What follows belongs to an exercise in optimizing a design on an open flow for small area; a production flow would make more cautious choices. The RTL was checked by simulation tests, not by an equivalence proof against the original design. The flow treats the clock pin as an ideal source, which a real chip does not have.

Design cpu_core, start of the top module:
module cpu_core (
	input  logic                  clk,
	input  logic                  rst,
	output cpu_isa_pkg::word_t    pc,
	output logic                  inst_req_valid,
	input  logic                  inst_req_ready,
	input  cpu_isa_pkg::word_t    instruction,
	input  logic                  inst_valid,
	output logic                  inst_ready,
	output cpu_bus_pkg::mem_req_t mem_req,
	input  logic                  mem_req_ready,
	input  cpu_isa_pkg::word_t    read_data,
	input  logic                  read_data_valid,
	output logic                  read_data_ready,
	output cpu_bus_pkg::retire_t  retire
);
For scale: roughly 1,700 cells after synthesis, about 250 I/O pins, ~26,000 µm² of cells after synthesis.
Settings: LEC_CHECK=0, CAP_MARGIN=20, CORE_MARGIN=2, CORE_UTILIZATION=65, PLACE_DENSITY=0.75, SLEW_MARGIN=20; clock period 10.0 ns.
standard.sh (not shown) runs the stock make flow with config.mk's settings and CLKGATE_MAP_FILE= SYNTH_SCRIPT=/design/flow/synth_recipe.tcl, a recipe that flattens the netlist after the stock synthesis.
==> flow/flow/run.sh <==
#!/bin/bash
# The standard layout (standard.sh) with layout-only changes:
#  - synthesis maps logic with an area-oriented ABC script (flow/synth.tcl);
#    registers, flattening and renaming are as in synth_recipe.tcl
#  - port buffers are sky130_fd_sc_hd__buf_1
#  - CTS without dummy loads and with larger sink clusters
# The make output goes to standard_flow.log; ORFS keeps each step's log in orfs/logs.
set -euo pipefail
here=$(pwd)
export MY_ABC_SCRIPT="$here/flow/abc_area.script"
export BUFFER_PORTS_ARGS="-buffer_cell sky130_fd_sc_hd__buf_1"
export CTS_ARGS="-sink_clustering_enable -repair_clock_nets -dont_use_dummy_load -sink_clustering_size 30 -sink_clustering_max_diameter 100"
sed "s#SYNTH_SCRIPT=[^ ]*#SYNTH_SCRIPT=$here/flow/synth.tcl #" standard.sh > own_standard.sh
grep -q "SYNTH_SCRIPT=$here/flow/synth.tcl" own_standard.sh
bash own_standard.sh > standard_flow.log 2>&1
==> flow/flow/abc_area.script <==
strash
dch
amap
strash
dch
amap
topo
==> flow/flow/synth.tcl <==
# The standard flow's synthesis script (synth_recipe.tcl) with one change: abc maps with
# flow/abc_area.script (area-oriented amap) instead of ORFS's speed script.
proc synth {args} { yosys synth -nofsm -noshare {*}$args }
proc abc {args} {
  set i [lsearch -exact $args -script]
  if {$i >= 0} { lset args [expr {$i + 1}] $::env(MY_ABC_SCRIPT) }
  yosys abc {*}$args
}
source $::env(SCRIPTS_DIR)/synth.tcl
# left out here: clear keep_hierarchy, flatten, clean up, hide names made inside functions, write 1_2_yosys.v
The baseline completed without violations.
Then changed:
--- a/flow/design.v
+++ b/flow/design.v
@@ -112,16 +112,17 @@
 	localparam logic [3:0] S_COPY  = 4'd7;   
 	localparam logic [3:0] S_IWAIT = 4'd8;   
 	localparam logic [3:0] S_EXEC  = 4'd9;
 	localparam logic [3:0] S_FIXN  = 4'd10;  
 	localparam logic [3:0] S_MREQ  = 4'd11;  
 	localparam logic [3:0] S_NWAIT = 4'd12;  
 	localparam logic [3:0] S_NPC   = 4'd13;  
 	localparam logic [3:0] S_LWAIT = 4'd14;  
+	localparam logic [3:0] S_PRE   = 4'd15;  
 	logic [3:0]  state, state_n;
 	logic [4:0]  cnt;
 	logic [31:0] P, N, D;
 	logic        c1, c2, ne, d1, d2, ld_pend, vld1;
 	wire first = (cnt == 5'd0);
 	wire last  = (cnt == 5'd31);
 	wire [5:0] op  = instruction[31:26];
 	wire [5:0] fn  = instruction[5:0];
@@ -161,17 +162,20 @@
 	wire st_cwait = (state == S_CWAIT);
 	wire st_copy  = (state == S_COPY);
 	wire st_iwait = (state == S_IWAIT);
 	wire st_fixn  = (state == S_FIXN);
 	wire st_mreq  = (state == S_MREQ);
 	wire st_nwait = (state == S_NWAIT);
 	wire st_npc   = (state == S_NPC);
 	wire st_lwait = (state == S_LWAIT);
-	wire exec     = (state == S_EXEC) | (st_iwait & first & inst_valid);
+	wire start    = st_iwait & first & inst_valid;
+	wire needs_rt = f_alu | is_br | i_sw;
+	wire pre      = (state == S_PRE) | (start & needs_rt);
+	wire exec     = (state == S_EXEC) | (start & ~needs_rt);
 	wire wr_pass  = st_f0 | st_wrc | st_wrn | st_wra;
 	wire copy_en  = (st_f0 & inst_req_ready) | st_wrc | (st_f1 & inst_req_ready & first) | st_copy;
 	wire npc_en   = (st_mreq & mem_req_ready & first) | (st_nwait & first) | st_npc;
 	wire ld_pass  = (st_npc | st_lwait) & ld_pend;    
 	wire ld_got   = ld_pass & last & vld1;            
 	logic [31:0] heads;
 	wire         wen = wr_pass & inst_valid & writes;
 	assign heads[0] = 1'b0;
@@ -179,25 +183,26 @@
 	generate
 		for (gi = 1; gi < 32; gi++) begin : g_reg
 			logic [31:0] r;
 			always_ff @(posedge clk)
 				r <= {(wen && (dest == gi)) ? D[0] : r[0], r[31:1]};
 			assign heads[gi] = r[0];
 		end
 	endgenerate
-	wire a_rs = heads[rs];
-	wire b_rt = heads[rt];
+	wire port = heads[pre ? rt : rs];
+	wire a_rs = port;
+	wire b_rt = D[0];
 	wire ibit  = instruction[{cnt[4] & is_jimm, cnt[3:0]}];
 	wire imm_s = cnt[4] ? (~(op_log & zext) & instruction[15]) : ibit;  
 	wire lui_s = cnt[4] & ibit;                              
 	wire raw   = is_jimm ? ibit : imm_s;
 	wire dly   = (cnt[4:1] != 4'd0) & d2;                    
 	wire lbit  = read_data[cnt];
-	wire cin2 = ~first & c2;  
+	wire cin2 = (cnt == 5'd2) | ((cnt > 5'd2) & c2);
 	wire p4   = P[0] ^ cin2;
 	logic alu_a, alu_b;
 	always_comb begin
 		if (is_br | link)
 			alu_a = p4;
 		else if (i_lui)
 			alu_a = 1'b0;
 		else
@@ -239,17 +244,18 @@
 			S_F0:    state_n = inst_req_ready ? S_WRC : S_WRN;
 			S_WRC:   if (last) state_n = S_IWAIT;
 			S_WRN:   if (inst_req_ready) state_n = last ? S_COPY : S_WRA;
 			         else if (last) state_n = S_F1;
 			S_WRA:   if (last) state_n = S_COPY;
 			S_F1:    if (inst_req_ready) state_n = (first | last) ? S_COPY : S_CWAIT;
 			S_CWAIT: if (last) state_n = S_COPY;
 			S_COPY:  if (last) state_n = S_IWAIT;
-			S_IWAIT: if (first & inst_valid) state_n = S_EXEC;
+			S_IWAIT: if (first & inst_valid) state_n = needs_rt ? S_PRE : S_EXEC;
+			S_PRE:   if (last) state_n = S_EXEC;
 			S_EXEC:  if (last) state_n = (i_lw | i_sw) ? S_MREQ : ((is_br & ~taken) ? S_FIXN : S_F0);
 			S_FIXN:  if (last) state_n = S_F0;
 			S_MREQ:  if (mem_req_ready) state_n = first ? S_NPC : S_NWAIT;
 			S_NWAIT: if (first) state_n = S_NPC;
 			S_NPC, S_LWAIT: if (last) state_n = (ld_pend & ~vld1) ? S_LWAIT : S_F0;
 			default: state_n = S_INIT;
 		endcase
 	end
@@ -276,30 +282,32 @@
 		else if (exec & (i_lw | i_sw | is_br))
 			n_in = sum;
 		else if (exec & is_jimm)
 			n_in = (cnt[4:2] == 3'b111) ? p4 : dly;
 		else if (exec & is_jreg)
 			n_in = a_rs;
 		else
 			n_in = p4;
-		if (~exec)
+		if (pre)
+			d_in = port;
+		else if (~exec)
 			d_in = lbit;
 		else if (i_sw)
 			d_in = b_rt;
 		else if (is_br)
 			d_in = p4;
 		else
 			d_in = res;
 	end
 	wire n_sh = st_init | exec | st_fixn | npc_en | copy_en;
 	wire d_sh = ~st_mreq;  
 	always_ff @(posedge clk) begin
 		c1   <= cout;
-		c2   <= (cnt == 5'd1) | (P[0] & cin2);
+		c2   <= P[0] & cin2;
 		ne   <= ne_all;
 		d1   <= raw;
 		d2   <= d1;
 		if (cnt == 5'd1)
 			vld1 <= read_data_valid;
 		P  <= {copy_en ? N[0] : P[0], P[31:1]};
 		if (n_sh)
 			N <= {n_in, N[31:1]};
Result: Utilization went up by 0.79 points; flip-flop and latch count does not change; critical path depth went up by 16; first-iteration DRC count went down by about 2.5%; routed wire length stays flat; via count went down by 1.4%; worst setup slack degrades by 1.0 ns; non-clock buffer count went up by 3; clock-buffer cell count does not change.

[re-timing with driven ports]
The results above use ideal ports. As a check the final layouts listed here were re-extracted and re-timed, cells and wires unchanged.
Step 1 sets driving cells, clkbuf_16 on the clock port and buf_2 on the other inputs (assumed; they add their load-dependent delay and slew).
Step 2, shift: input delay + t, output delay - t, t = (earliest + latest rising clock arrival at the registers) / 2. This alone moves slack from input paths to output paths.
Three values: ideal ports, drivers, drivers and shift; two values: the first two.
run | t (ns) | setup slack, ns | worst slew at a driven data input, ns | pins driven straight from the clock port
the first run | 0.643 | 2.722 / 2.693 / 2.683 | 0.12 | 1
the second run | 0.635 | 1.726 / 1.755 / 1.120 | 0.11 | 1
After both steps setup and hold are still met in every run listed. The setup slack of the second run, which loses most, moves by +0.029 ns with the drivers and by -0.606 ns with both steps.
